Background: an optimization exercise with open tools, aiming at small area, a short achievable clock period and few clock cycles. Do not read the settings as production practice.
Only simulation tests tie the RTL to the original design; equivalence was not proved.

### flow/design.v
`default_nettype none
package euclid_pkg;
  localparam int X_W = 8;
  localparam int Y_W = 8;
endpackage
`default_nettype wire
`timescale 1ns/1ps
`default_nettype none
module euclid_top
(
  input  wire logic        cr_intf,
  input  wire logic        rst_n,
  input  wire logic        job_start,
  input  wire logic        job_shape,       
  input  wire logic [7:0]  job_p0_x,
  input  wire logic [7:0]  job_p0_y,
  input  wire logic [7:0]  job_p1_x,
  input  wire logic [7:0]  job_p1_y,
  input  wire logic [7:0]  job_p2_x,
  input  wire logic [7:0]  job_p2_y,
  input  wire logic [15:0] job_color,
  input  wire logic [2:0]  job_bzdepth,
  input  wire logic        pxl_ready,
  output logic             busy,
  output logic             job_done,
  output logic             pxl_valid,
  output logic [7:0]       pxl_x,
  output logic [7:0]       pxl_y,
  output logic [15:0]      pxl_color
);
  assign pxl_color = job_color;
  logic start_c;
  assign start_c = job_start & ~busy;
  logic [1:0] lp_c;
  always_comb
  begin
    case (job_bzdepth)
      3'd0, 3'd1: lp_c = 2'd0;
      3'd2:       lp_c = 2'd1;
      default:    lp_c = 2'd2;
    endcase
  end
  logic       g_act;
  logic [1:0] g_lvl;         
  logic       g_st;          
  logic [1:0] g_j;           
  logic [1:0] g_e;           
  logic [7:0] ta_x, ta_y, tb_x, tb_y, tc_x, tc_y;
  function automatic logic [7:0] mid(input logic [7:0] a, input logic [7:0] b);
    logic [8:0] s;
    logic       cy;
    cy = 1'b0;
    for (int i = 0; i < 8; i++)
    begin
      s[i] = a[i] ^ b[i] ^ cy;
      cy   = (a[i] & b[i]) | (cy & (a[i] ^ b[i]));
    end
    s[8] = cy;
    mid  = s[8:1];
  endfunction
  function automatic logic [7:0] step1(input logic [7:0] x, input logic up);
    logic t;
    t = 1'b1;
    for (int i = 0; i < 8; i++)
    begin
      step1[i] = x[i] ^ t;
      t        = t & (x[i] ^ ~up);
    end
  endfunction
  logic [7:0] mab_x, mab_y, mbc_x, mbc_y;
  assign mab_x = mid(ta_x, tb_x);
  assign mab_y = mid(ta_y, tb_y);
  assign mbc_x = mid(tb_x, tc_x);
  assign mbc_y = mid(tb_y, tc_y);
  logic       g_emit;        
  logic       g_jlast;
  logic       g_last;
  logic       g_dir;
  logic [7:0] g_ep_x, g_ep_y;
  logic       g_take;
  assign g_emit  = g_act & (g_lvl == lp_c);
  assign g_jlast = (lp_c == 2'd0) | ((lp_c == 2'd1) & g_j[0]) | (g_j == 2'd3);
  assign g_last  = (g_e == 2'd3) & g_jlast;
  assign g_dir   = ((lp_c == 2'd2) & (g_lvl == 2'd0)) ? g_j[1] : g_j[0];
  always_comb
  begin
    case (g_e)
      2'd0, 2'd1: begin g_ep_x = mab_x; g_ep_y = mab_y; end
      2'd2:       begin g_ep_x = tb_x;  g_ep_y = tb_y;  end
      default:    begin g_ep_x = tc_x;  g_ep_y = tc_y;  end
    endcase
  end
  logic       ne_v, ne_last;
  logic [7:0] ne_x, ne_y;
  logic       ne_take;
  assign g_take = g_emit & (~ne_v | ne_take);
  logic [7:0] ps_x, ps_y;    
  logic [7:0] en_x, en_y;    
  logic [7:0] dx, dy;
  logic       sx, sy;
  logic signed [9:0] err;
  logic       cur_last;
  assign pxl_x = ps_x;
  assign pxl_y = ps_y;
  logic at_end, accept, line_free;    
  logic [7:0] xm, ym;
  logic       eq_x, eq_y;
  assign xm   = step1(ps_x, sx);
  assign ym   = step1(ps_y, sy);
  assign eq_x = step_x ? (xm == en_x) : (ps_x == en_x);
  assign eq_y = step_y ? (ym == en_y) : (ps_y == en_y);
  assign accept    = pxl_valid & pxl_ready;
  assign job_done  = accept & at_end & cur_last;
  assign line_free = ~pxl_valid | (accept & at_end & ~cur_last);
  assign ne_take   = busy & line_free & ne_v;
  logic [8:0] ddx_a, ddx_b, ddy_a, ddy_b;
  logic [7:0] ndx, ndy;
  logic       nsx, nsy;
  assign ddx_a = {1'b0, ne_x} - {1'b0, en_x};
  assign ddx_b = {1'b0, en_x} - {1'b0, ne_x};
  assign ddy_a = {1'b0, ne_y} - {1'b0, en_y};
  assign ddy_b = {1'b0, en_y} - {1'b0, ne_y};
  assign nsx   = ~ddx_a[8];
  assign nsy   = ~ddy_a[8];
  assign ndx   = nsx ? ddx_a[7:0] : ddx_b[7:0];
  assign ndy   = nsy ? ddy_a[7:0] : ddy_b[7:0];
  logic signed [10:0] tx, ty;
  logic step_x, step_y;
  logic signed [9:0] err_x, err_y, err_xy, err_nx;
  assign tx     = {err, 1'b0};                            
  assign ty     = -$signed({3'b000, dy});
  assign step_x = (tx > ty);                              
  assign step_y = (tx < $signed({3'b000, dx}));           
  assign err_x  = err - $signed({2'b00, dy});
  assign err_y  = err + $signed({2'b00, dx});
  assign err_xy = err + $signed({2'b00, dx}) - $signed({2'b00, dy});
  assign err_nx = ({10{step_x &  step_y}} & err_xy) |
                  ({10{step_x & ~step_y}} & err_x) |
                  ({10{~step_x}}          & err_y);
  always_ff @(posedge cr_intf or negedge rst_n)
  begin
    if (!rst_n)
    begin
      busy      <= 1'b0;
      pxl_valid <= 1'b0;
      ne_v      <= 1'b0;
      g_act     <= 1'b0;
    end
    else
    begin
      if (start_c)
      begin
        busy      <= 1'b1;
        pxl_valid <= 1'b0;
        ne_v      <= ~job_shape | (job_bzdepth == 3'd0);
        g_act     <= job_shape;
      end
      else
      begin
        if (job_done)
        begin
          busy      <= 1'b0;
          pxl_valid <= 1'b0;
        end
        else if (busy & line_free)
          pxl_valid <= ne_v;
        if (g_take)
          ne_v <= 1'b1;
        else if (ne_take)
          ne_v <= 1'b0;
        if (g_take & g_last)
          g_act <= 1'b0;
      end
    end
  end
  always_ff @(posedge cr_intf)
  begin
    if (start_c)
    begin
      ps_x     <= job_p0_x;
      ps_y     <= job_p0_y;
      en_x     <= job_p0_x;
      en_y     <= job_p0_y;
      ne_x     <= job_p1_x;
      ne_y     <= job_p1_y;
      ne_last  <= ~job_shape;
      ta_x     <= job_p0_x;
      ta_y     <= job_p0_y;
      tb_x     <= job_p1_x;
      tb_y     <= job_p1_y;
      tc_x     <= job_p2_x;
      tc_y     <= job_p2_y;
      g_lvl    <= 2'd0;
      g_e      <= (job_bzdepth == 3'd0) ? 2'd3 : 2'd0;
      g_st     <= 1'b0;
      g_j      <= 2'd0;
    end
    else
    begin
      if (g_act & ~g_emit)
      begin
        g_st <= ~g_st;
        if (!g_st)
        begin
          if (g_dir)
          begin
            ta_x <= mab_x; ta_y <= mab_y;
            tb_x <= mbc_x; tb_y <= mbc_y;
          end
          else
          begin
            tb_x <= mab_x; tb_y <= mab_y;
            tc_x <= mbc_x; tc_y <= mbc_y;
          end
        end
        else
        begin
          g_lvl <= g_lvl + 2'd1;
          if (g_dir)
          begin
            ta_x <= mab_x; ta_y <= mab_y;
          end
          else
          begin
            tc_x <= mbc_x; tc_y <= mbc_y;
          end
        end
      end
      else if (g_take)
      begin
        g_e <= g_e + 2'd1;
        if (g_e == 2'd0)
        begin
          ta_x <= mab_x; ta_y <= mab_y;
          tb_x <= mbc_x; tb_y <= mbc_y;
        end
        if (g_e == 2'd3)
        begin
          g_j   <= g_j + 2'd1;
          g_lvl <= 2'd0;
          ta_x  <= job_p0_x; ta_y <= job_p0_y;
          tb_x  <= job_p1_x; tb_y <= job_p1_y;
          tc_x  <= job_p2_x; tc_y <= job_p2_y;
        end
      end
      if (g_take)
      begin
        ne_x    <= g_ep_x;
        ne_y    <= g_ep_y;
        ne_last <= g_last;
      end
      if (ne_take)
      begin
        en_x     <= ne_x;
        en_y     <= ne_y;
        dx       <= ndx;
        dy       <= ndy;
        sx       <= nsx;
        sy       <= nsy;
        err      <= $signed({2'b00, ndx}) - $signed({2'b00, ndy});
        cur_last <= ne_last;
        at_end   <= (ne_x == en_x) & (ne_y == en_y);
      end
      else if (accept & ~at_end)
      begin
        err    <= err_nx[9:0];
        at_end <= eq_x & eq_y;
        if (step_x)
          ps_x <= xm;
        if (step_y)
          ps_y <= ym;
      end
    end
  end
endmodule
`default_nettype wire
### flow/flow/run.sh
#!/bin/bash
# Standard layout, with plain buf_2 cells (instead of the default delay-buffer
# cell) for the port buffers. Full make output goes to make.log.
set -euo pipefail
export BUFFER_PORTS_ARGS="-buffer_cell sky130_fd_sc_hd__buf_2"
bash standard.sh > make.log 2>&1
### flow/standard.sh
#!/bin/bash
# synth_recipe.tcl (not shown) runs the flow's synth.tcl, then flattens the netlist and writes it again
# the make line also repeats each setting of config.mk as NAME=value (left out here)
make -C /OpenROAD-flow-scripts/flow DESIGN_CONFIG=/design/flow/config.mk WORK_HOME=/design/flow/orfs CLKGATE_MAP_FILE= SYNTH_SCRIPT=/design/flow/synth_recipe.tcl "${@:-finish}"
### flow/config.mk
export PLATFORM = sky130hd
export DESIGN_NAME = euclid_top
export DESIGN_NICKNAME = euclid_top
export VERILOG_FILES = /design/flow/design.v
export SDC_FILE = /design/flow/constraint.sdc
export NUM_CORES = 4
export LEC_CHECK = 0
export CAP_MARGIN = 20
export CORE_MARGIN = 2
export CORE_UTILIZATION = 40
export CTS_BUF_LIST = sky130_fd_sc_hd__clkbuf_8
export SETUP_SLACK_MARGIN = 1.8
export SLEW_MARGIN = 20
### flow/constraint.sdc
create_clock -name core_clock -period 5.5 [get_ports {cr_intf}]
set_input_delay 1.1000 -clock core_clock [delete_from_list [all_inputs] [get_ports {cr_intf}]]
set_output_delay 1.1000 -clock core_clock [all_outputs]
set_load 0.01 [all_outputs]
==> impl_metrics.tcl, run 1 <==
set metrics [dict create \
    synth_edf_count 129 \
    syn_area_per_cell_um2 9.57 \
    drt_iter0_drc 600 \
    grt_usage_pct 20.0 \
    rows 60 \
    viasPerCell 5.48 \
    grt_max_degree 95 \
    dieArea_um2 28900 \
    antenna_found_initial 0 \
    ys_seq_elements 138 \
    fin_util_pct 46.6 \
    period_share_pct 68.9 \
    cts_tree "yes" \
    core_um2 27000 \
    yosysUniqueCellTypes 71 \
    drive_gt1_share_pct 22.5 \
    grt.overflow.total 0 \
    drc 0 \
    ant_nets 0 \
    largest_reg_flops 10 \
    drtPass1Iterations 5 \
    grt_pass1_wl_um 45300 \
    nFillCells 2593 \
    insertion_delay_ns 0.46 \
    hold_viol_final 0 \
    cts_made_buffers 17 \
    crit_type "register to register" \
    tns_ns 0 \
    wl_per_cell_um 18.0 \
    ys_warn_count 1 \
    synth_top_area_share_pct 35.2 \
    cap_violations 0 \
    synthCells 1151 \
    dp_hpwl_um 21900 \
    setup_violations 0 \
    synth_flop_cell "edfxtp_1" \
    worstMarginPinSlew_ns 0.978 \
    crit_required_ns 5.79 \
    critical_path.max_fanout 2 \
    syn2layout_area_growth_pct 14.3 \
    status "timing/DRC/antenna clean" \
    synth.net_count 1345 \
    max_freq_ghz 0.264 \
    final_max_slew_viol_count 0 \
    initial_core_util_pct 40.7 \
    finClkSkew_ns 0.0124 \
    netlist_area_um2 11000 \
    vias 8695 \
    synth_area_leaders "edfxtp_1 35%, ha_1 9.8%, fa_1 6.5%" \
    clockBufferDepth 2 \
    antennaDiodeCount 0 \
    relSlewSlack_pct 34.6 \
    async_flop_share_pct 2.90 \
    critPathLaunchType "register" \
    gp_congestion 0.914 \
    port_buffers 74 \
    cts.clk_slew.worst_paths_ns 0.08 \
    endpoint_kind "register" \
    fp.dieW_um 170 \
    io_pins 107 \
    die_h_um 170 \
    cp.arrival_ns 4.08 \
    yosysSeqAreaShare_pct 37.0 \
    clock_sinks 138 \
    grt_pass1_vias 8590 \
    drt_wl_total_um 28700 \
    grt_setup_unrepaired "true" \
    post-route-min-period_ns 3.79 \
    top_register "err" \
    synth.largest_area_cell "edfxtp_1" \
    whs_ns 0.425 \
    fin_nets 1429 \
    cts-root-buf "clkbuf_8" \
    htree_levels 4 \
    hp-class "register to register" \
]
## final cells by class
| class | count | area [um2] | area share (%) |
|---|---|---|---|
| clock buffers | 17 | 234 | 1.86 |
| clock inverters | 14 | 85.1 | 0.676 |
| inverters | 106 | 398 | 3.16 |
| multi-input cells | 850 | 6620 | 52.6 |
| flip-flops and latches | 138 | 4070 | 32.4 |
| well taps | 341 | 427 | 3.39 |
| repair buffers | 122 | 754 | 5.99 |
## metrics by stage
stage | setup slack (ns) | instance area, um2 | std cells
after floorplan | 1.83 | 11000 | 1151
after global placement | 1.41 | 11600 | 1521
after detailed placement | 1.33 | 11600 | 1521
after CTS | 1.78 | 12100 | 1569
after global routing | 1.63 | 12600 | 1588
final | 1.71 | 12600 | 1588
## metal layers
layer / vias to the layer above / GRT usage [%] / share of wire [%]
li1: 4227 / - / -
met1: 4150 / 27.1 / 46
met2: 270 / 32.2 / 46
met3: 48 / 3.51 / 5.5
met4: 0 / 7.47 / 2.6
met5: - / 0 / 0
## cells in the mapped netlist (20+ instances only)
cell / instances
nor2_1: 61
ha_1: 86
edfxtp_1: 129
a21oi_1: 65
xor2_1: 28
clkbuf_1: 31
o21ai_0: 110
fa_1: 36
mux2_2: 27
xnor2_1: 53
a22oi_1: 20
inv_1: 106
nand2_1: 133
## cell usage in the layout (no fill, tap or decap), drive strengths merged, types with 7 or more instances in the layout
master / instances
mux2i: 17
nor3: 15
a21o: 14
o211ai: 8
fa: 36
clkbuf: 17
and2: 11
o21a: 8
a21oi: 65
nand2b: 7
or3: 7
nor2: 61
buf: 122
mux2: 28
nand2: 133
nand4: 11
xor2: 28
nand3: 18
ha: 86
edfxtp: 129
inv: 108
clkinv: 7
xnor2: 53
o21ai: 114
nor2b: 15
o22ai: 11
a22oi: 20
## what timing repair did
action                     CTS  global route
buffers inserted            17            19
pin swaps                   16            37
setup endpoints to repair   25            31
resized for setup           36            82
hold buffers                 0             0
## cells by family (layout without fill, tap and decap cells)
family | Yosys count | count (layout) | share of synthesized area (%)
compound gates | 291 | 291 | 16.2
xor+xnor | 81 | 81 | 6.44
fa+ha+maj | 122 | 122 | 16.3
buf+inv | 163 | 259 | 6.43
flops | 138 | 138 | 37.0
mux | 45 | 45 | 4.41
simple gates | 311 | 311 | 13.2
## path summary, 6_finish.rpt
| kind | cells past startpoint | endpoint | start | slack [ns] |
|---|---|---|---|---|
| setup reg to reg | 13 | at_end$_DFFE_PP_ | dy[3]$_DFFE_PP_ | 1.71 |
| hold / removal | 0 | cur_last$_DFFE_PP_ | ne_last$_DFFE_PP_ | 0.42 |
| max in group asynchronous | 1 | g_act$_DFFE_PN0P_ | rst_n | 4.95 |
| min in group asynchronous | 1 | busy$_DFFE_PN0P_ | rst_n | 0.44 |
| hold reg to reg | 0 | cur_last$_DFFE_PP_ | ne_last$_DFFE_PP_ | 0.42 |
| setup / recovery | 13 | at_end$_DFFE_PP_ | dy[3]$_DFFE_PP_ | 1.71 |
## worst max-delay path, stage by stage (launching register included)
cell,delay [ns]
edfxtp_1,0.44
inv_2,0.08
nand4_1,0.14
or4_4,0.46
xnor2_1,0.14
ha_1,0.31
and3_4,0.20
nand3_1,0.12
o31a_1,0.28
o211ai_1,0.33
o2111ai_2,0.19
a22o_1,0.24
or4_4,0.53
o31ai_4,0.16
Testbench counts, summed over its fixed seeds: cycles 68,592.
==> run 2, diff against run 1 <==
--- a/flow/config.mk
+++ b/flow/config.mk
@@ -13 +13,2 @@
 export SLEW_MARGIN = 20
+export TNS_END_PERCENT = 30
==> run 2 against run 1 <==
Effect of this change: register-to-register slack barely moved; core utilization fell by 0.051 points; sequential share of layout area barely moved; first-iteration DRC count rose by 4.7%.
==> impl_metrics.tcl, run 2 <==
set metrics [dict create \
    drtPass1Iterations 7 \
    ant_nets 0 \
    largest_reg_flops 10 \
    core_um2 27000 \
    drc 0 \
    htree_levels 4 \
    drt_wl_total_um 28700 \
    wl_per_cell_um 18.1 \
    place_area_um2 11600 \
    drt_iter0_drc 628 \
    synth.largest_area_cell "edfxtp_1" \
    hp-class "register to register" \
    status "timing/DRC/antenna clean" \
    crit_type "register to register" \
    multiInputGateArea_um2 6600 \
    fin_util_pct 46.5 \
    top_register "err" \
    syn_area_per_cell_um2 9.57 \
    synth-compound-area-share_pct 16.2 \
    cts.clk_slew.worst_paths_ns 0.08 \
    port_buffers 74 \
    final_cell_mix "132 x nand2_1, 129 x edfxtp_1, 94 x o21ai_0" \
    regArea_um2 4070 \
    antennaDiodeCount 0 \
    period_share_pct 68.7 \
    fp.dieW_um 170 \
    synth_mux_area_share_pct 4.41 \
    syn2layout_area_growth_pct 14.2 \
    nFillCells 2594 \
    critical_path.max_fanout 2 \
    worstMarginPinSlew_ns 1.11 \
    gp_congestion 0.914 \
    grt_max_degree 95 \
    insertion_delay_ns 0.45 \
    vias 8725 \
    cp.arrival_ns 4.06 \
    dp_hpwl_um 21900 \
    cts_tree "yes" \
    synthXorXnorAreaFrac_pct 6.44 \
    synth_flop_cell "edfxtp_1" \
    grt.overflow.total 0 \
    synth_edf_count 129 \
    setup_violations 0 \
    whs_ns 0.426 \
    final_common_cell "nand2_1" \
    grt_pass1_wl_um 45300 \
    reg2reg_slack_ns 1.72 \
    hold_buffers 0 \
    yosysSeqAreaShare_pct 37.0 \
    synth_fa_ha_area_share_pct 16.3 \
    post-route-min-period_ns 3.78 \
    max_freq_ghz 0.265 \
    antenna_found_initial 0 \
    finClkSkew_ns 0.00976 \
    synthCells 1151 \
    fin_nets 1430 \
    async_flop_share_pct 2.90 \
    io_pins 107 \
    synth_top_family_by_area "adder cells" \
    dieArea_um2 28900 \
    clock_sinks 138 \
    synth_area_leaders "edfxtp_1 35%, ha_1 9.8%, fa_1 6.5%" \
    rows 60 \
    cts_made_buffers 17 \
    min_path_cells 0 \
    viasPerCell 5.49 \
    clockBufferDepth 2 \
    crit_required_ns 5.78 \
    netlist_area_um2 11000 \
    min_to "cur_last$_DFFE_PP_" \
    initial_core_util_pct 40.7 \
    drive_gt1_share_pct 22.2 \
    relSlewSlack_pct 26.2 \
    tns_ns 0 \
    yosys-top-cells-count "133 x nand2_1, 129 x edfxtp_1, 110 x o21ai_0" \
    cts-root-buf "clkbuf_8" \
    min_from "ne_last$_DFFE_PP_" \
    critPathLaunchType "register" \
    ys_seq_elements 138 \
    ys_warn_count 1 \
    yosysUniqueCellTypes 71 \
    cap_violations 0 \
    synth.net_count 1345 \
    grt_pass1_vias 8590 \
    post-route-cell-area_um2 12600 \
    final_max_slew_viol_count 0 \
    hold_viol_final 0 \
    synth_top_area_share_pct 35.2 \
    yosysMostFrequentCell "nand2_1" \
    endpoint_kind "register" \
    r2r_cells 13 \
    die_h_um 170 \
    synthSimpleGateAreaFrac_pct 13.2 \
    r2r_start "dy[3]$_DFFE_PP_" \
    grt_usage_pct 20.0 \
    r2r_end "at_end$_DFFE_PP_" \
    grt_setup_unrepaired "true" \
]
-- run 2: changes by cell type in the layout (fill, tap and decap cells not counted), sizes merged --
cell and delta:
buf +1
-- run 2: routing by layer --
| metal | GRT usage (%) | share of wire (%) | wire length [um] |
|---|---|---|---|
| met4 | 7.47 | 2.6 | 733 |
| met1 | 27.1 | 46 | 13100 |
| met2 | 32.2 | 46 | 13300 |
| met3 | 3.51 | 5.4 | 1560 |
| met5 | 0 | 0 | 0 |
-- run 2: metrics by stage --
stage,std cells,setup slack (ns)
floorplan,1151,1.83
global placement,1521,1.41
detailed placement,1521,1.33
CTS,1569,1.78
global route,1589,1.63
finish,1589,1.72
-- run 2: cell families after synthesis --
kind of cell	count (synthesis)
buffers and inverters	163
flip-flops	138
multiplexers	45
XOR/XNOR	81
AO/OA/AOI/OAI	291
adder cells (fa/ha/maj)	122
AND/OR/NAND/NOR	311
-- run 2: how the worst max path moves through the flow --
stage                      startpoint  cells after the start                 to
floorplan             dy[2]$_DFFE_PP_                     12  ps_x[0]$_DFFE_PP_
global placement    en_x[0]$_DFFE_PP_                     16   err[9]$_DFFE_PP_
CTS                 tb_y[0]$_DFFE_PP_                     14  ne_y[6]$_DFFE_PP_
detailed placement  en_x[0]$_DFFE_PP_                     16   err[9]$_DFFE_PP_
global route          dy[3]$_DFFE_PP_                     13   at_end$_DFFE_PP_
finish                dy[3]$_DFFE_PP_                     13   at_end$_DFFE_PP_
-- run 2: layout make-up --
type,count,share of cell area (%)
tap,341,3.39
timing repair buffer,123,6.03
sequential,138,32.4
clock inverter,14,0.677
inverter,106,3.16
clock buffer,17,1.86
multi-input combinational,850,52.5
-- run 2: what timing repair did --
| action | in CTS | in global routing |
|---|---|---|
| buffers inserted | 17 | 20 |
| endpoints found under the setup margin | 25 | 34 |
| gates cloned | 0 | 0 |
| pin swaps | 16 | 34 |
| resized for setup | 35 | 78 |
| endpoints found under the hold margin | 0 | 0 |
-- run 2: critical path, cell delays in order (launching register included) --
cell and delay (ns):
edfxtp_1 0.43, inv_2 0.08, nand4_1 0.14, or4_4 0.46, xnor2_1 0.14, ha_1 0.31
and3_4 0.20, nand3_1 0.12, o31a_1 0.28, o211ai_1 0.32, o2111ai_2 0.19, a22o_1 0.24
or4_4 0.53, o31ai_4 0.16
==> run 3, diff against run 2 <==
--- a/flow/config.mk
+++ b/flow/config.mk
@@ -11,3 +11,3 @@
 export CTS_BUF_LIST = sky130_fd_sc_hd__clkbuf_8
-export SETUP_SLACK_MARGIN = 1.8
+export SETUP_SLACK_MARGIN = 1.6
 export SLEW_MARGIN = 20
==> run 3 against run 2 <==
Effect of this change: still clean; flip-flop and latch count unchanged; synthesized cell count unchanged; global-route usage down 0.10 points; area after synthesis unchanged; critical path type unchanged.
==> impl_metrics.tcl, run 3 <==
set metrics [dict create \
    status "timing/DRC/antenna clean" \
    clockBufferDepth 2 \
    yosysSeqAreaShare_pct 37.0 \
    htree_levels 4 \
    viasPerCell 5.48 \
    synth_edf_count 129 \
    r2r_cells 13 \
    hold_viol_final 0 \
    yosys-top-cells-count "133 x nand2_1, 129 x edfxtp_1, 110 x o21ai_0" \
    drive_gt1_share_pct 16.5 \
    nFillCells 2656 \
    final_common_cell "nand2_1" \
    grt_setup_unrepaired "true" \
    crit_required_ns 5.79 \
    drc 0 \
    hold_buffers 0 \
    critPathLaunchType "register" \
    cts_tree "yes" \
    dieArea_um2 28900 \
    final_cell_mix "132 x nand2_1, 129 x edfxtp_1, 101 x inv_1" \
    synth.net_count 1345 \
    syn_area_per_cell_um2 9.57 \
    tns_ns 0 \
    synth_flop_cell "edfxtp_1" \
    dp_hpwl_um 21900 \
    vias 8567 \
    min_path_cells 0 \
    multiInputGateArea_um2 6360 \
    initial_core_util_pct 40.7 \
    whs_ns 0.426 \
    post-route-min-period_ns 3.82 \
    hp-class "register to register" \
    synthCells 1151 \
    endpoint_kind "register" \
    grt.overflow.total 0 \
    netlist_area_um2 11000 \
    yosysUniqueCellTypes 71 \
    drt_wl_total_um 28200 \
    cp.arrival_ns 4.11 \
    period_share_pct 69.5 \
    min_from "ne_last$_DFFE_PP_" \
    r2r_start "dy[3]$_DFFE_PP_" \
    place_inst 1521 \
    ant_nets 0 \
    clock_sinks 138 \
    relSlewSlack_pct 24.4 \
    antennaDiodeCount 0 \
    ys_warn_count 1 \
    insertion_delay_ns 0.45 \
    io_pins 107 \
    grt_usage_pct 19.9 \
    cap_violations 0 \
    cts.clk_slew.worst_paths_ns 0.08 \
    finClkSkew_ns 0.0105 \
    rows 60 \
    synth_top_area_share_pct 35.2 \
    cts-root-buf "clkbuf_8" \
    layout.cells.non_filler 1564 \
    reg2reg_slack_ns 1.68 \
    worstMarginPinSlew_ns 1.13 \
    syn2layout_area_growth_pct 10.1 \
    setup_violations 0 \
    max_freq_ghz 0.262 \
    fin_nets 1405 \
    cts_made_buffers 17 \
    grt_pass1_wl_um 45000 \
    synth.largest_area_cell "edfxtp_1" \
    min_to "cur_last$_DFFE_PP_" \
    drt_iter0_drc 687 \
    largest_reg_flops 10 \
    synth_area_leaders "edfxtp_1 35%, ha_1 9.8%, fa_1 6.5%" \
    critical_path.max_fanout 4 \
    wl_per_cell_um 18.0 \
    grt_max_degree 95 \
    top_register "err" \
    fin_util_pct 44.9 \
    ys_seq_elements 138 \
    fp.dieW_um 170 \
    async_flop_share_pct 2.90 \
    gp_congestion 0.914 \
    regArea_um2 4070 \
    drtPass1Iterations 5 \
    yosysMostFrequentCell "nand2_1" \
    r2r_end "at_end$_DFFE_PP_" \
    final_max_slew_viol_count 0 \
    grt_pass1_vias 8489 \
    port_buffers 74 \
    crit_type "register to register" \
    antenna_found_initial 0 \
    die_h_um 170 \
    core_um2 27000 \
]
-- run 3: worst max-delay path, stage by stage (launching register included) --
cell and delay, ns:
edfxtp_1 0.43, inv_2 0.10, nand4_1 0.17, or4_4 0.46
xnor2_1 0.14, ha_1 0.31, and3_4 0.20, nand3_1 0.12
o31a_1 0.28, o211ai_1 0.31, o2111ai_2 0.20, a22o_1 0.24
or4_4 0.53, o31ai_4 0.16
-- run 3: layout make-up --
class / count / area share [%]
Clock buffer: 17 / 1.93
Clock inverter: 14 / 0.701
Inverter: 106 / 3.28
Multi-Input combinational cell: 850 / 52.4
Sequential cell: 138 / 33.6
Tap cell: 341 / 3.52
Timing Repair Buffer: 98 / 4.54
-- run 3: through the flow --
| stage | worst slack, ns | instance area [um2] |
|---|---|---|
| finish | 1.68 | 12100 |
| global route | 1.56 | 12100 |
| floorplan | 1.83 | 11000 |
| CTS | 1.58 | 12000 |
| detailed placement | 1.33 | 11600 |
| global placement | 1.41 | 11600 |
-- run 3: metal layers --
metal	vias up	routed length (um)	GRT usage, %
met5	-	0	0
met4	0	772	7.43
met3	47	1400	3.30
met2	262	13000	32.0
met1	4071	13000	27.2
li1	4187	-	-
-- run 3: timing repair --
action	in CTS	in global routing
resized for setup	15	32
pin swaps	1	13
buffers inserted	2	10
setup endpoints to repair	20	25
gates cloned	0	0
-- run 3: how the worst max path moves through the flow --
| stage | from | to | slack (ns) | cells past startpoint |
|---|---|---|---|---|
| 2_1_floorplan | dy[2]$_DFFE_PP_ | ps_x[0]$_DFFE_PP_ | 1.83 | 12 |
| 3_3_place_gp | en_x[0]$_DFFE_PP_ | err[9]$_DFFE_PP_ | 1.41 | 16 |
| 3_5_place_dp | en_x[0]$_DFFE_PP_ | err[9]$_DFFE_PP_ | 1.33 | 16 |
| 4_1_cts | tb_x[0]$_DFFE_PP_ | ne_x[6]$_DFFE_PP_ | 1.58 | 14 |
| 5_1_grt | dy[4]$_DFFE_PP_ | at_end$_DFFE_PP_ | 1.56 | 13 |
| 6_report | dy[3]$_DFFE_PP_ | at_end$_DFFE_PP_ | 1.68 | 13 |
-- run 3: logic make-up after synthesis --
| logic type | Yosys count | share of synthesized area, % |
|---|---|---|
| and+or+nand+nor | 311 | 13.2 |
| AOI/OAI and AO/OA | 291 | 16.2 |
| buffers and inverters | 163 | 6.43 |
| DFF | 138 | 37.0 |
| adders and majority gates | 122 | 16.3 |
| xor gates and xnor gates | 81 | 6.44 |
| muxes | 45 | 4.41 |
==> run 4, diff against run 3 <==
--- a/flow/config.mk
+++ b/flow/config.mk
@@ -13,2 +13 @@
 export SLEW_MARGIN = 20
-export TNS_END_PERCENT = 30
==> run 4 against run 3 <==
Effect of this change: cell area did not move; flip-flop and latch count unchanged; hold slack unchanged; clock skew unchanged; sequential share of layout area unchanged; die area stayed put; critical endpoint unchanged; highest routed layer unchanged.
==> impl_metrics.tcl, run 4 <==
set metrics [dict create \
    r2r_start "dy[3]$_DFFE_PP_" \
    cts_made_buffers 17 \
    layout_setup_ws_ns 1.68 \
    htree_levels 4 \
    drtPass1Iterations 5 \
    worstMarginPinSlew_ns 1.13 \
    status "timing/DRC/antenna clean" \
    hold_viol_final 0 \
    synth.largest_area_cell "edfxtp_1" \
    gp_congestion 0.914 \
    insertion_delay_ns 0.45 \
    synth_top_area_share_pct 35.2 \
    critPathLaunch "dy[3]$_DFFE_PP_" \
    final_common_cell "nand2_1" \
    dieArea_um2 28900 \
    cts.clk_slew.worst_paths_ns 0.08 \
    endpoint_kind "register" \
    grt_usage_pct 19.9 \
    grt_setup_unrepaired "true" \
    hold_buffers 0 \
    viasPerCell 5.48 \
    wl_per_cell_um 18.0 \
    vias 8567 \
    rows 60 \
    crit_path_end "at_end$_DFFE_PP_" \
    cap_violations 0 \
    cts-root-buf "clkbuf_8" \
    initial_core_util_pct 40.7 \
    clockBufferDepth 2 \
    regArea_um2 4070 \
    synth_flop_cell "edfxtp_1" \
    tns_ns 0 \
    critical_path.max_fanout 4 \
    post-route-min-period_ns 3.82 \
    drive_gt1_share_pct 16.5 \
    drc 0 \
    die_h_um 170 \
    r2r_cells 13 \
    period_share_pct 69.5 \
    yosys-top-cells-count "133 x nand2_1, 129 x edfxtp_1, 110 x o21ai_0" \
    synth_edf_count 129 \
    finClkSkew_ns 0.0105 \
    yosysUniqueCellTypes 71 \
    fin_nets 1405 \
    syn2layout_area_growth_pct 10.1 \
    ys_seq_elements 138 \
    critPathLaunchType "register" \
    ant_nets 0 \
    hp-class "register to register" \
    cts_tree "yes" \
    antennaDiodeCount 0 \
    syn_area_per_cell_um2 9.57 \
    crit_required_ns 5.79 \
    drt_iter0_drc 687 \
    crit_type "register to register" \
    synth_area_leaders "edfxtp_1 35%, ha_1 9.8%, fa_1 6.5%" \
    synthCells 1151 \
    grt_max_degree 95 \
    fp.dieW_um 170 \
    nFillCells 2656 \
    multiInputGateArea_um2 6360 \
    dp_hpwl_um 21900 \
    top_register "err" \
    async_flop_share_pct 2.90 \
    yosysSeqAreaShare_pct 37.0 \
    yosysMostFrequentCell "nand2_1" \
    reg2reg_slack_ns 1.68 \
    clock_sinks 138 \
    drt_wl_total_um 28200 \
    netlist_area_um2 11000 \
    r2r_end "at_end$_DFFE_PP_" \
    max_freq_ghz 0.262 \
    relSlewSlack_pct 24.4 \
    grt_pass1_vias 8489 \
    port_buffers 74 \
    largest_reg_flops 10 \
    whs_ns 0.426 \
    final_max_slew_viol_count 0 \
    io_pins 107 \
    synth.net_count 1345 \
    cp.arrival_ns 4.11 \
    grt.overflow.total 0 \
    core_um2 27000 \
    ys_warn_count 1 \
    antenna_found_initial 0 \
    place_ws_ns 1.33 \
    grt_pass1_wl_um 45000 \
    final_cell_mix "132 x nand2_1, 129 x edfxtp_1, 101 x inv_1" \
    setup_violations 0 \
]
run 4: critical path, stage by stage (launching register included):
cell	delay (ns)
edfxtp_1	0.43
inv_2	0.10
nand4_1	0.17
or4_4	0.46
xnor2_1	0.14
ha_1	0.31
and3_4	0.20
nand3_1	0.12
o31a_1	0.28
o211ai_1	0.31
o2111ai_2	0.20
a22o_1	0.24
or4_4	0.53
o31ai_4	0.16
run 4: what timing repair did:
action,in CTS,in global routing
pin swaps,1,13
buffers inserted,2,10
resized for setup,16,31
endpoints found under the setup margin,20,24
run 4: worst min-delay path by stage:
stage                       from                  to  slack, ns  depth (start not counted)
2_1_floorplan  ne_last$_DFFE_PP_  cur_last$_DFFE_PP_       0.40                          0
3_3_place_gp   ne_last$_DFFE_PP_  cur_last$_DFFE_PP_       0.40                          0
3_5_place_dp   ne_last$_DFFE_PP_  cur_last$_DFFE_PP_       0.43                          0
4_1_cts                    rst_n    busy$_DFFE_PN0P_       0.41                          1
5_1_grt                    rst_n    busy$_DFFE_PN0P_       0.42                          1
6_report       ne_last$_DFFE_PP_  cur_last$_DFFE_PP_       0.43                          0
run 4: cells by family after synthesis:
| logic type | count (synthesis) | share of synthesized area (%) |
|---|---|---|
| simple gates | 311 | 13.2 |
| compound gates | 291 | 16.2 |
| buf+inv | 163 | 6.43 |
| flops | 138 | 37.0 |
| fa+ha+maj | 122 | 16.3 |
| xor+xnor | 81 | 6.44 |
| mux | 45 | 4.41 |
run 4: per-layer routing:
metal / track usage [%] / routed length (um) / vias to the layer above
met5: 0 / 0 / -
met4: 7.43 / 772 / 0
met3: 3.30 / 1400 / 47
met2: 32.0 / 13000 / 262
met1: 27.2 / 13000 / 4071
li1: - / - / 4187
run 4: through the flow:
stage	utilization, %	instances	cell area (um2)
after detailed placement	42.9	1521	11600
final	44.9	1564	12100
after global routing	44.9	1564	12100
after global placement	42.9	1521	11600
after CTS	44.3	1554	12000
after floorplan	-	1151	11000
run 4: cell type report:
cell class	instances	share of cell area [%]
inverters	106	3.28
flip-flops and latches	138	33.6
clock buffers	17	1.93
repair buffers	98	4.54
clock inverters	14	0.701
multi-input cells	850	52.4
well taps	341	3.52
==> run 5, diff against run 4 <==
--- a/flow/config.mk
+++ b/flow/config.mk
@@ -7,2 +7,3 @@
 export LEC_CHECK = 0
+export ABC_AREA = 1
 export CAP_MARGIN = 20
==> run 5 against run 4 <==
Effect of this change: critical endpoint is now tb_x[6]$_DFFE_PP_; critical path depth rose by 1; hold slack improved by 0.0071 ns; register-to-register slack better by 0.08 ns; via count is 12% higher; first-iteration DRC count increased by 3.2%; global-route usage increased by 0.63 points; die area up 4.5%; setup slack improved by 0.081 ns; core utilization is 0.74 points lower; flip-flop and latch count did not move.
==> impl_metrics.tcl, run 5 <==
set metrics [dict create \
    status "timing/DRC/antenna clean" \
    clock_sinks 138 \
    yosysUniqueCellTypes 57 \
    synth_flop_cell "edfxtp_1" \
    largest_reg_flops 10 \
    wl_per_cell_um 16.4 \
    syn2layout_area_growth_pct 9.36 \
    hp-class "input port to async pin" \
    port_buffers 74 \
    synth.net_count 1606 \
    crit_required_ns 5.81 \
    rows 62 \
    cts_made_buffers 17 \
    cts.clk_slew.worst_paths_ns 0.09 \
    gp_congestion 0.898 \
    period_share_pct 68.0 \
    io_pins 107 \
    htree_levels 4 \
    yosysMostFrequentCell "nand2_1" \
    drtPass1Iterations 5 \
    vias 9570 \
    cts-root-buf "clkbuf_8" \
    cap_violations 0 \
    cts_tree "yes" \
    grt_pass1_wl_um 49100 \
    hold_buffers 0 \
    ys_warn_count 1 \
    antenna_found_initial 0 \
    drive_gt1_share_pct 12.1 \
    final_cell_mix "336 x nand2_1, 240 x inv_1, 129 x edfxtp_1" \
    grt.overflow.total 0 \
    synthCells 1412 \
    cp.arrival_ns 4.05 \
    insertion_delay_ns 0.47 \
    netlist_area_um2 11500 \
    final_common_cell "nand2_1" \
    drt_wl_total_um 30600 \
    worstMarginPinSlew_ns 0.874 \
    relSlewSlack_pct 41.6 \
    fp.dieW_um 174 \
    top_register "err" \
    yosysSeqAreaShare_pct 35.3 \
    synth.largest_area_cell "edfxtp_1" \
    antennaDiodeCount 0 \
    die_h_um 174 \
    viasPerCell 5.14 \
    dp_hpwl_um 24100 \
    synth_top_area_share_pct 33.6 \
    crit_type "register to register" \
    critical_path.max_fanout 3 \
    grt_setup_unrepaired "true" \
    setup_violations 0 \
    ys_seq_elements 138 \
    syn_area_per_cell_um2 8.16 \
    core_um2 28500 \
    grt_pass1_vias 9213 \
    clockBufferDepth 2 \
    grt_max_degree 62 \
    final_max_slew_viol_count 0 \
    grt_usage_pct 20.6 \
    yosys-top-cells-count "338 x nand2_1, 240 x inv_1, 129 x edfxtp_1" \
    critPathLaunchType "register" \
    place_ws_ns 1.52 \
    endpoint_kind "register" \
    ant_nets 0 \
    drt_iter0_drc 709 \
    multiInputGateArea_um2 6240 \
    drc 0 \
    synth_edf_count 129 \
    post-route-min-period_ns 3.74 \
    fin_nets 1659 \
    hold_viol_final 0 \
    nFillCells 2943 \
    tns_ns 0 \
    async_flop_share_pct 2.90 \
    initial_core_util_pct 40.4 \
    whs_ns 0.433 \
    layout_setup_ws_ns 1.76 \
    dieArea_um2 30200 \
    regArea_um2 4070 \
    finClkSkew_ns 0.0179 \
    max_freq_ghz 0.267 \
    synth_area_leaders "edfxtp_1 34%, nand2_1 11%, ha_1 9.3%" \
]
[run 5: changes by cell type after synthesis, moves of 12 or more]
cell	delta
nand2_1	+205
a22oi_1	-19
mux2i_1	-15
nand3_1	+47
a21oi_1	+12
mux2_2	-26
inv_1	+134
a21o_1	-14
o21ai_0	+17
xnor2_1	-39
nor2_1	-16
nor2b_1	-15
[run 5: logic make-up (layout without fill, tap and decap cells)]
kind of cell	count (synthesis)	in the layout	share of synthesized area [%]
DFF	138	138	35.3
adders and majority gates	122	122	15.6
and+or+nand+nor	509	510	19.6
muxes	3	3	0.271
AOI/OAI and AO/OA	288	288	14.6
buffers and inverters	303	367	11.0
xor gates and xnor gates	49	49	3.72
[run 5: per-layer routing]
metal  part of all wire, %  wire length (um)  global-route usage [%]
met2                    47             14300                    33.9
met3                   4.3              1300                    3.07
met5                     0                 0                       0
met1                    46             14000                    27.4
met4                   3.1               957                    7.67
[run 5: final timing paths]
check / endpoint / from / cells after the start / slack, ns
setup / recovery: tb_x[6]$_DFFE_PP_ / tb_x[0]$_DFFE_PP_ / 14 / 1.76
hold / removal: ne_v$_DFFE_PN0P_ / rst_n / 1 / 0.43
setup reg to reg: tb_x[6]$_DFFE_PP_ / tb_x[0]$_DFFE_PP_ / 14 / 1.76
hold reg to reg: cur_last$_DFFE_PP_ / ne_last$_DFFE_PP_ / 0 / 0.45
max in group asynchronous: pxl_valid$_DFFE_PN0P_ / rst_n / 1 / 4.94
min in group core_clock: cur_last$_DFFE_PP_ / ne_last$_DFFE_PP_ / 0 / 0.45
[run 5: cell type report]
type / instances / area share, %
tap: 384 / 3.81
inverter: 247 / 7.38
sequential: 138 / 32.3
clock inverter: 14 / 1.26
multi-input combinational: 972 / 49.5
timing repair buffer: 89 / 3.83
clock buffer: 17 / 1.86
[run 5: through the flow]
| step | std cells | instance area [um2] | utilization (%) |
|---|---|---|---|
| 5_1_grt | 1861 | 12600 | 44.1 |
| 6_report | 1861 | 12600 | 44.1 |
| 2_1_floorplan | 1412 | 11500 | - |
| 3_3_place_gp | 1822 | 12100 | 42.4 |
| 3_5_place_dp | 1822 | 12100 | 42.4 |
| 4_1_cts | 1853 | 12500 | 43.8 |
[run 5: what timing repair did]
action / 4_1_cts / 5_1_grt
setup endpoints to repair: 8 / 19
pin swaps: 0 / 6
resized for setup: 1 / 20
gates cloned: 0 / 1
setup buffers: 0 / 7
[run 5: critical path, stage by stage, from the launching register on]
cell and delay (ns):
edfxtp_1 0.42, buf_4 0.15, nand2_1 0.05, inv_1 0.05
fa_1 0.38, fa_2 0.36, fa_2 0.36, fa_1 0.40
fa_1 0.37, inv_1 0.08, fa_1 0.19, fa_1 0.47
o221ai_2 0.17, nand2_1 0.07, o21ai_0 0.08
==> run 6, diff against run 5 <==
--- a/flow/config.mk
+++ b/flow/config.mk
@@ -7,3 +7,2 @@
 export LEC_CHECK = 0
-export ABC_AREA = 1
 export CAP_MARGIN = 20
@@ -12,2 +11,3 @@
 export CTS_BUF_LIST = sky130_fd_sc_hd__clkbuf_8
+export GPL_ROUTABILITY_DRIVEN = 0
 export SETUP_SLACK_MARGIN = 1.6
==> run 6 against run 5 <==
Effect of this change: still clean; die area fell by 4.3%; sequential share of layout area rose by 1.3 points; core utilization rose by 0.74 points; first-iteration DRC count fell by 3.1%; via count fell by 10%; setup slack got worse by 0.081 ns; count of clock-buffer cells in the layout did not move; routed wire length fell by 7.7%; global-route usage fell by 0.63 points; clock skew fell by 0.0074 ns; largest cell class unchanged; highest routed layer unchanged.
==> impl_metrics.tcl, run 6 <==
set metrics [dict create \
    status "timing/DRC/antenna clean" \
    final_cell_mix "132 x nand2_1, 129 x edfxtp_1, 101 x inv_1" \
    die_h_um 170 \
    place_ws_ns 1.33 \
    io_pins 107 \
    core_um2 27000 \
    drt_wl_total_um 28200 \
    synth_area_leaders "edfxtp_1 35%, ha_1 9.8%, fa_1 6.5%" \
    finClkSkew_ns 0.0105 \
    grtUsageMet2_pct 32.0 \
    r2r_end "at_end$_DFFE_PP_" \
    cp.arrival_ns 4.11 \
    drtPass1Iterations 5 \
    fp.dieW_um 170 \
    grt_pass1_wl_um 45000 \
    max_freq_ghz 0.262 \
    met1_usage_pct 27.2 \
    tns_ns 0 \
    synthCells 1151 \
    yosysSeqAreaShare_pct 37.0 \
    cts_made_buffers 17 \
    grt_setup_unrepaired "true" \
    cts-root-buf "clkbuf_8" \
    layout_setup_ws_ns 1.68 \
    synth_flop_cell "edfxtp_1" \
    synth.largest_area_cell "edfxtp_1" \
    viasPerCell 5.48 \
    r2r_start "dy[3]$_DFFE_PP_" \
    critPathLaunchType "register" \
    antenna_found_initial 0 \
    grt_usage_pct 19.9 \
    met3_usage_pct 3.30 \
    netlist_area_um2 11000 \
    final_common_cell "nand2_1" \
    relSlewSlack_pct 24.4 \
    htree_levels 4 \
    dieArea_um2 28900 \
    synth_top_area_share_pct 35.2 \
    drive_gt1_share_pct 16.5 \
    syn_area_per_cell_um2 9.57 \
    fin_nets 1405 \
    grt_max_degree 95 \
    drt_iter0_drc 687 \
    top_register "err" \
    initial_core_util_pct 40.7 \
    hold_buffers 0 \
    grt_pass1_vias 8489 \
    setup_violations 0 \
    period_share_pct 69.5 \
    nFillCells 2656 \
    critPathLaunch "dy[3]$_DFFE_PP_" \
    insertion_delay_ns 0.45 \
    ant_nets 0 \
    grt.busiest_layer "met2" \
    yosysUniqueCellTypes 71 \
    critical_path.max_fanout 4 \
    crit_required_ns 5.79 \
    wl_per_cell_um 18.0 \
    synth_edf_count 129 \
    final_max_slew_viol_count 0 \
    clock_sinks 138 \
    async_flop_share_pct 2.90 \
    vias 8567 \
    syn2layout_area_growth_pct 10.1 \
    hold_viol_final 0 \
    clockBufferDepth 2 \
    worstMarginPinSlew_ns 1.13 \
    post-route-min-period_ns 3.82 \
    rows 60 \
    yosys-top-cells-count "133 x nand2_1, 129 x edfxtp_1, 110 x o21ai_0" \
    cts_tree "yes" \
    drc 0 \
    port_buffers 74 \
    whs_ns 0.426 \
    synth.net_count 1345 \
    crit_path_end "at_end$_DFFE_PP_" \
    r2r_cells 13 \
    cts.clk_slew.worst_paths_ns 0.08 \
    hp-class "register to register" \
    grt.overflow.total 0 \
    endpoint_kind "register" \
    largest_reg_flops 10 \
    crit_type "register to register" \
    antennaDiodeCount 0 \
    ys_warn_count 1 \
    reg2reg_slack_ns 1.68 \
    dp_hpwl_um 21900 \
    yosysMostFrequentCell "nand2_1" \
    ys_seq_elements 138 \
    cap_violations 0 \
]
## run 6: how the worst min path moves through the flow
stage / start / endpoint / cells past startpoint / slack (ns)
6_report: ne_last$_DFFE_PP_ / cur_last$_DFFE_PP_ / 0 / 0.43
5_1_grt: rst_n / busy$_DFFE_PN0P_ / 1 / 0.42
4_1_cts: rst_n / busy$_DFFE_PN0P_ / 1 / 0.41
3_5_place_dp: ne_last$_DFFE_PP_ / cur_last$_DFFE_PP_ / 0 / 0.43
3_3_place_gp: ne_last$_DFFE_PP_ / cur_last$_DFFE_PP_ / 0 / 0.40
2_1_floorplan: ne_last$_DFFE_PP_ / cur_last$_DFFE_PP_ / 0 / 0.40
## run 6: logic make-up (layout without fill, tap and decap cells)
group	after synthesis	after routing	share of synthesized area, %
AOI/OAI and AO/OA	291	291	16.2
xor gates and xnor gates	81	81	6.44
adders and majority gates	122	122	16.3
buffers and inverters	163	235	6.43
DFF	138	138	37.0
muxes	45	45	4.41
and+or+nand+nor	311	311	13.2
## run 6: through the flow
stage               cells  util, %  instance area, um2
floorplan            1151        -               11000
global placement     1521     42.9               11600
detailed placement   1521     42.9               11600
CTS                  1554     44.3               12000
global route         1564     44.9               12100
finish               1564     44.9               12100
## run 6: layout make-up
| type | instances | area, um2 | share of cell area, % |
|---|---|---|---|
| Inverter | 106 | 398 | 3.28 |
| Clock buffer | 17 | 234 | 1.93 |
| Tap cell | 341 | 427 | 3.52 |
| Sequential cell | 138 | 4070 | 33.6 |
| Timing Repair Buffer | 98 | 551 | 4.54 |
| Multi-Input combinational cell | 850 | 6360 | 52.4 |
| Clock inverter | 14 | 85.1 | 0.701 |
## run 6: repair_timing
item	CTS	global route
pin swaps	1	13
setup endpoints to repair	20	24
buffers inserted	2	10
cloned	0	0
gates resized for setup	16	31
## run 6: per-layer routing
metal,vias up,part of all wire (%)
met2,262,46
met4,0,2.7
met5,-,0
met3,47,5.0
met1,4071,46
li1,4187,-
## run 6: critical path: stages, from the launching register on
cell and delay, ns:
edfxtp_1 0.43, inv_2 0.10, nand4_1 0.17, or4_4 0.46
xnor2_1 0.14, ha_1 0.31, and3_4 0.20, nand3_1 0.12
o31a_1 0.28, o211ai_1 0.31, o2111ai_2 0.20, a22o_1 0.24
or4_4 0.53, o31ai_4 0.16
==> run 7, diff against run 6 <==
--- a/flow/config.mk
+++ b/flow/config.mk
@@ -11,4 +11,3 @@
 export CTS_BUF_LIST = sky130_fd_sc_hd__clkbuf_8
-export GPL_ROUTABILITY_DRIVEN = 0
-export SETUP_SLACK_MARGIN = 1.6
+export SETUP_SLACK_MARGIN = 1.4
 export SLEW_MARGIN = 20
==> run 7 against run 6 <==
Effect of this change: setup slack lost 0.15 ns; clock skew is essentially flat; flip-flop and latch count is the same; core utilization shrank 0.43 points; highest routed layer unchanged; via count shrank 0.37%; still clean; synthesized cell count is the same; critical path type unchanged.
==> impl_metrics.tcl, run 7 <==
set metrics [dict create \
    synthXorXnorAreaFrac_pct 6.44 \
    vias 8535 \
    viasPerCell 5.47 \
    synth_top_family_by_area "adder cells" \
    initial_core_util_pct 40.7 \
    antenna_found_initial 0 \
    synth_area_leaders "edfxtp_1 35%, ha_1 9.8%, fa_1 6.5%" \
    netlist_area_um2 11000 \
    yosysMostFrequentCell "nand2_1" \
    port_buffers 74 \
    cp.arrival_ns 4.26 \
    place_area_um2 11600 \
    critPathLaunchType "register" \
    ant_nets 0 \
    yosysUniqueCellTypes 71 \
    hp-class "register to register" \
    crit_type "register to register" \
    ys_seq_elements 138 \
    grt_setup_unrepaired "true" \
    fin_nets 1401 \
    cts.clk_slew.worst_paths_ns 0.08 \
    gp_congestion 0.914 \
    top_register "err" \
    grt_pass1_vias 8470 \
    cts-root-buf "clkbuf_8" \
    wl_per_cell_um 18.0 \
    synth.net_count 1345 \
    die_h_um 170 \
    crit_required_ns 5.79 \
    final_common_cell "nand2_1" \
    synth.largest_area_cell "edfxtp_1" \
    cts_made_buffers 17 \
    yosys-top-cells-count "133 x nand2_1, 129 x edfxtp_1, 110 x o21ai_0" \
    drive_gt1_share_pct 14.6 \
    hold_buffers 0 \
    drt_iter0_drc 687 \
    relSlewSlack_pct 22.7 \
    syn2layout_area_growth_pct 9.10 \
    drtPass1Iterations 5 \
    clock_sinks 138 \
    synth_fa_ha_area_share_pct 16.3 \
    period_share_pct 72.3 \
    critical_path.max_fanout 3 \
    io_pins 107 \
    insertion_delay_ns 0.45 \
    synth_flop_cell "edfxtp_1" \
    antennaDiodeCount 0 \
    rows 60 \
    worstMarginPinSlew_ns 1.16 \
    dieArea_um2 28900 \
    drt_wl_total_um 28100 \
    synthCells 1151 \
    synthSimpleGateAreaFrac_pct 13.2 \
    yosysSeqAreaShare_pct 37.0 \
    syn_area_per_cell_um2 9.57 \
    post-route-min-period_ns 3.98 \
    final_max_slew_viol_count 0 \
    synth_edf_count 129 \
    reg2reg_slack_ns 1.52 \
    nFillCells 2670 \
    htree_levels 4 \
    post-route-cell-area_um2 12000 \
    synth_mux_area_share_pct 4.41 \
    finClkSkew_ns 0.0110 \
    drc 0 \
    final_cell_mix "132 x nand2_1, 129 x edfxtp_1, 102 x inv_1, 102 x o21ai_0, 86 x ha_1" \
    grt_usage_pct 19.9 \
    hold_viol_final 0 \
    setup_violations 0 \
    dp_hpwl_um 21900 \
    endpoint_kind "register" \
    cap_violations 0 \
    grt.overflow.total 0 \
    clockBufferDepth 2 \
    async_flop_share_pct 2.90 \
    synth-compound-area-share_pct 16.2 \
    synth_top_area_share_pct 35.2 \
    status "timing/DRC/antenna clean" \
    ys_warn_count 1 \
    grt_max_degree 95 \
    tns_ns 0 \
    fp.dieW_um 170 \
    cts_tree "yes" \
    largest_reg_flops 10 \
    core_um2 27000 \
    max_freq_ghz 0.251 \
    grt_pass1_wl_um 44900 \
]
-- run 7: cell families (layout without fill, tap and decap cells) --
group	count (synthesis)	in the layout
AOI/OAI and AO/OA	291	291
xor gates and xnor gates	81	81
adders and majority gates	122	122
buffers and inverters	163	231
DFF	138	138
muxes	45	45
and+or+nand+nor	311	311
-- run 7: per-layer routing --
metal / GRT usage [%] / wire length [um]
met5: 0 / 0
met4: 7.17 / 752
met3: 3.21 / 1330
met2: 32.1 / 13000
met1: 27.1 / 13000
-- run 7: path summary, 6_finish.rpt --
path                              startpoint                  to  depth (start not counted)
setup / recovery             dy[4]$_DFFE_PP_    at_end$_DFFE_PP_                         13
hold / removal             ne_last$_DFFE_PP_  cur_last$_DFFE_PP_                          0
setup reg to reg             dy[4]$_DFFE_PP_    at_end$_DFFE_PP_                         13
hold reg to reg            ne_last$_DFFE_PP_  cur_last$_DFFE_PP_                          0
max in group asynchronous              rst_n   g_act$_DFFE_PN0P_                          1
min in group asynchronous              rst_n    busy$_DFFE_PN0P_                          1
-- run 7: critical path, stage by stage (launching register included) --
cell	delay (ns)
edfxtp_1	0.45
inv_2	0.12
nand4_1	0.17
or4_4	0.47
xnor2_1	0.14
ha_1	0.30
and3_1	0.19
nand3_1	0.11
o31a_1	0.33
o211ai_1	0.38
o2111ai_2	0.21
a22o_1	0.25
or4_4	0.53
o31ai_4	0.16
-- run 7: cell type report --
type / count / area [um2] / share of cell area (%)
clock buffers: 17 / 234 / 1.95
clock inverters: 14 / 85.1 / 0.708
inverters: 106 / 398 / 3.31
multi-input cells: 850 / 6280 / 52.2
flip-flops and latches: 138 / 4070 / 33.9
well taps: 341 / 427 / 3.55
repair buffers: 94 / 520 / 4.33
-- run 7: per-stage QoR --
step                hold slack (ns)  worst slack [ns]  instances  utilization [%]
global placement              0.404              1.41       1521             42.9
global route                  0.415              1.36       1560             44.5
floorplan                     0.400              1.83       1151                -
detailed placement            0.427              1.33       1521             42.9
CTS                           0.415              1.42       1552             44.1
finish                        0.424              1.52       1560             44.5
-- run 7: repair_timing --
action,4_1_cts,5_1_grt
gates resized for setup,4,18
pin swaps,0,5
endpoints found under the hold margin,0,0
setup endpoints to repair,3,14
buffers inserted,0,8
==> run 8, diff against run 7 <==
--- a/flow/config.mk
+++ b/flow/config.mk
@@ -11,3 +11,3 @@
 export CTS_BUF_LIST = sky130_fd_sc_hd__clkbuf_8
-export SETUP_SLACK_MARGIN = 1.4
+export SETUP_SLACK_MARGIN = 1.7
 export SLEW_MARGIN = 20
==> run 8 against run 7 <==
Effect of this change: hold slack about the same; cell count up 0.64%; critical path depth up 1; core utilization up 1.0 points; critical path type unchanged.
==> impl_metrics.tcl, run 8 <==
set metrics [dict create \
    top_register "err" \
    viasPerCell 5.47 \
    yosysSeqAreaShare_pct 37.0 \
    fp.dieW_um 170 \
    drc 0 \
    hold_viol_final 0 \
    yosys-top-cells-count "133 x nand2_1, 129 x edfxtp_1, 110 x o21ai_0" \
    wl_per_cell_um 18.1 \
    grt_usage_pct 20.0 \
    grt_pass1_vias 8527 \
    cts.clk_slew.worst_paths_ns 0.08 \
    setup_violations 0 \
    io_pins 107 \
    cts_made_buffers 17 \
    final_max_slew_viol_count 0 \
    async_flop_share_pct 2.90 \
    period_share_pct 69.7 \
    netlist_area_um2 11000 \
    layout.cells.non_filler 1570 \
    synth_area_leaders "edfxtp_1 35%, ha_1 9.8%, fa_1 6.5%" \
    finClkSkew_ns 0.0101 \
    synth_flop_cell "edfxtp_1" \
    place_ws_ns 1.33 \
    critPathLaunchType "register" \
    r2r_cells 14 \
    synth.largest_area_cell "edfxtp_1" \
    min_path_cells 0 \
    drtPass1Iterations 5 \
    final_cell_mix "132 x nand2_1, 129 x edfxtp_1, 100 x inv_1" \
    grt_setup_unrepaired "true" \
    rows 60 \
    layout_setup_ws_ns 1.67 \
    initial_core_util_pct 40.7 \
    dieArea_um2 28900 \
    ys_seq_elements 138 \
    nFillCells 2632 \
    crit_type "register to register" \
    synth_edf_count 129 \
    worstMarginPinSlew_ns 1.13 \
    min_to "cur_last$_DFFE_PP_" \
    relSlewSlack_pct 24.4 \
    ys_warn_count 1 \
    antenna_found_initial 0 \
    yosysMostFrequentCell "nand2_1" \
    r2r_end "at_end$_DFFE_PP_" \
    largest_reg_flops 10 \
    htree_levels 4 \
    crit_required_ns 5.79 \
    max_freq_ghz 0.261 \
    cap_violations 0 \
    yosysUniqueCellTypes 71 \
    hold_buffers 0 \
    gp_congestion 0.914 \
    r2r_start "dy[2]$_DFFE_PP_" \
    synthCells 1151 \
    antennaDiodeCount 0 \
    grt_max_degree 95 \
    clockBufferDepth 2 \
    dp_hpwl_um 21900 \
    grt_pass1_wl_um 45100 \
    vias 8588 \
    drt_iter0_drc 611 \
    post-route-min-period_ns 3.83 \
    synth.net_count 1345 \
    drt_wl_total_um 28400 \
    clock_sinks 138 \
    grt.overflow.total 0 \
    place_inst 1521 \
    grt.busiest_layer "met2" \
    critical_path.max_fanout 4 \
    insertion_delay_ns 0.46 \
    min_from "ne_last$_DFFE_PP_" \
    ant_nets 0 \
    synth_top_area_share_pct 35.2 \
    status "timing/DRC/antenna clean" \
    reg2reg_slack_ns 1.67 \
    cp.arrival_ns 4.12 \
    port_buffers 74 \
    cts-root-buf "clkbuf_8" \
    met3_usage_pct 3.33 \
    tns_ns 0 \
    syn2layout_area_growth_pct 11.6 \
    drive_gt1_share_pct 18.9 \
    die_h_um 170 \
    hp-class "register to register" \
    cts_tree "yes" \
    endpoint_kind "register" \
    core_um2 27000 \
    grtUsageMet2_pct 31.9 \
    fin_nets 1411 \
    met1_usage_pct 27.2 \
    final_common_cell "nand2_1" \
    syn_area_per_cell_um2 9.57 \
]
run 8: cell counts after synthesis:
Identical to the previous run, type by type.
run 8: kinds of logic (layout without fill, tap and decap cells):
group	Yosys count	after routing	synth area share, %
simple gates	311	311	13.2
compound gates	291	291	16.2
buf+inv	163	241	6.43
flops	138	138	37.0
fa+ha+maj	122	122	16.3
xor+xnor	81	81	6.44
mux	45	45	4.41
run 8: critical path, cell delays in order (launching register included):
cell      delay (ns)
edfxtp_1        0.43
inv_2           0.10
nand4_1         0.15
or4_4           0.57
xnor2_2         0.15
ha_1            0.33
and3_4          0.19
a221oi_2        0.21
o31a_1          0.22
o211ai_1        0.18
buf_4           0.21
a31oi_4         0.13
a21oi_2         0.05
or4_4           0.55
o31ai_4         0.17
run 8: worst max path at each step:
stage / start / to / slack, ns
after detailed placement: en_x[0]$_DFFE_PP_ / err[9]$_DFFE_PP_ / 1.33
after global placement: en_x[0]$_DFFE_PP_ / err[9]$_DFFE_PP_ / 1.41
after CTS: en_y[0]$_DFFE_PP_ / err[9]$_DFFE_PP_ / 1.67
after global routing: dy[2]$_DFFE_PP_ / at_end$_DFFE_PP_ / 1.55
final: dy[2]$_DFFE_PP_ / at_end$_DFFE_PP_ / 1.67
after floorplan: dy[2]$_DFFE_PP_ / ps_x[0]$_DFFE_PP_ / 1.83
run 8: repair_timing:
| action | 4_1_cts | 5_1_grt |
|---|---|---|
| pin swaps | 4 | 31 |
| buffers inserted | 6 | 12 |
| setup endpoints to repair | 21 | 27 |
| gates resized for setup | 23 | 55 |
run 8: per-stage QoR:
step                area (um2)  utilization, %  hold slack [ns]
floorplan                11000               -            0.400
global placement         11600            42.9            0.404
detailed placement       11600            42.9            0.427
CTS                      12000            44.5            0.415
global route             12300            45.5            0.415
finish                   12300            45.5            0.424
run 8: final cells by class:
cell class	instances	area [um2]	share of cell area [%]
sequential	138	4070	33.2
inverter	106	398	3.24
timing repair buffer	104	596	4.85
multi-input combinational	850	6470	52.7
tap	341	427	3.47
clock buffer	17	234	1.90
clock inverter	14	85.1	0.692
run 8: metal layers:
| metal | wire length [um] | vias up |
|---|---|---|
| met1 | 13000 | 4101 |
| met4 | 737 | 0 |
| met3 | 1490 | 43 |
| met2 | 13200 | 252 |
| met5 | 0 | - |
| li1 | - | 4192 |

static timing again, ports no longer ideal:
In the flow no input, the clock included, has a driving cell. The finished layouts below were timed again as built, in two steps.
Step 1 (the two cells are an assumption about what drives the block):
set clk [get_ports {cr_intf}]
set_driving_cell -lib_cell sky130_fd_sc_hd__clkbuf_16 $clk
set_driving_cell -lib_cell sky130_fd_sc_hd__buf_2 [delete_from_list [all_inputs] $clk]
Step 2 moves the port delays by t, midway between the first and last clock arrival at a register: inputs arrive t later, outputs are due t later. That takes back most of the time a late clock gives input paths.
Three values: ideal, step 1, step 2; two values: the first two.
run | t, ns | slack for setup (ns) | worst setup path after step 2 | clock arrival spread, ns
run 1 | 0.494 | 1.710 / 1.710 / 1.520 | input to register | 0.013 / 0.013
run 2 | 0.483 | 1.722 / 1.722 / 1.537 | input to register | 0.010 / 0.010
run 3 | 0.487 | 1.677 / 1.677 / 1.535 | input to register | 0.011 / 0.011
run 4 | 0.487 | 1.677 / 1.677 / 1.535 | input to register | 0.011 / 0.011
run 5 | 0.504 | 1.757 / 1.757 / 1.757 | register to register | 0.018 / 0.018
run 6 | 0.487 | 1.677 / 1.677 / 1.535 | input to register | 0.011 / 0.011
run 7 | 0.484 | 1.523 / 1.523 / 1.523 | register to register | 0.011 / 0.011
run 8 | 0.492 | 1.668 / 1.668 / 1.583 | input to register | 0.010 / 0.010
After both steps setup and hold are still met in every run listed. For run 1, which loses most, drivers alone change the setup slack by 0.000 ns; drivers and shift together by -0.190 ns.
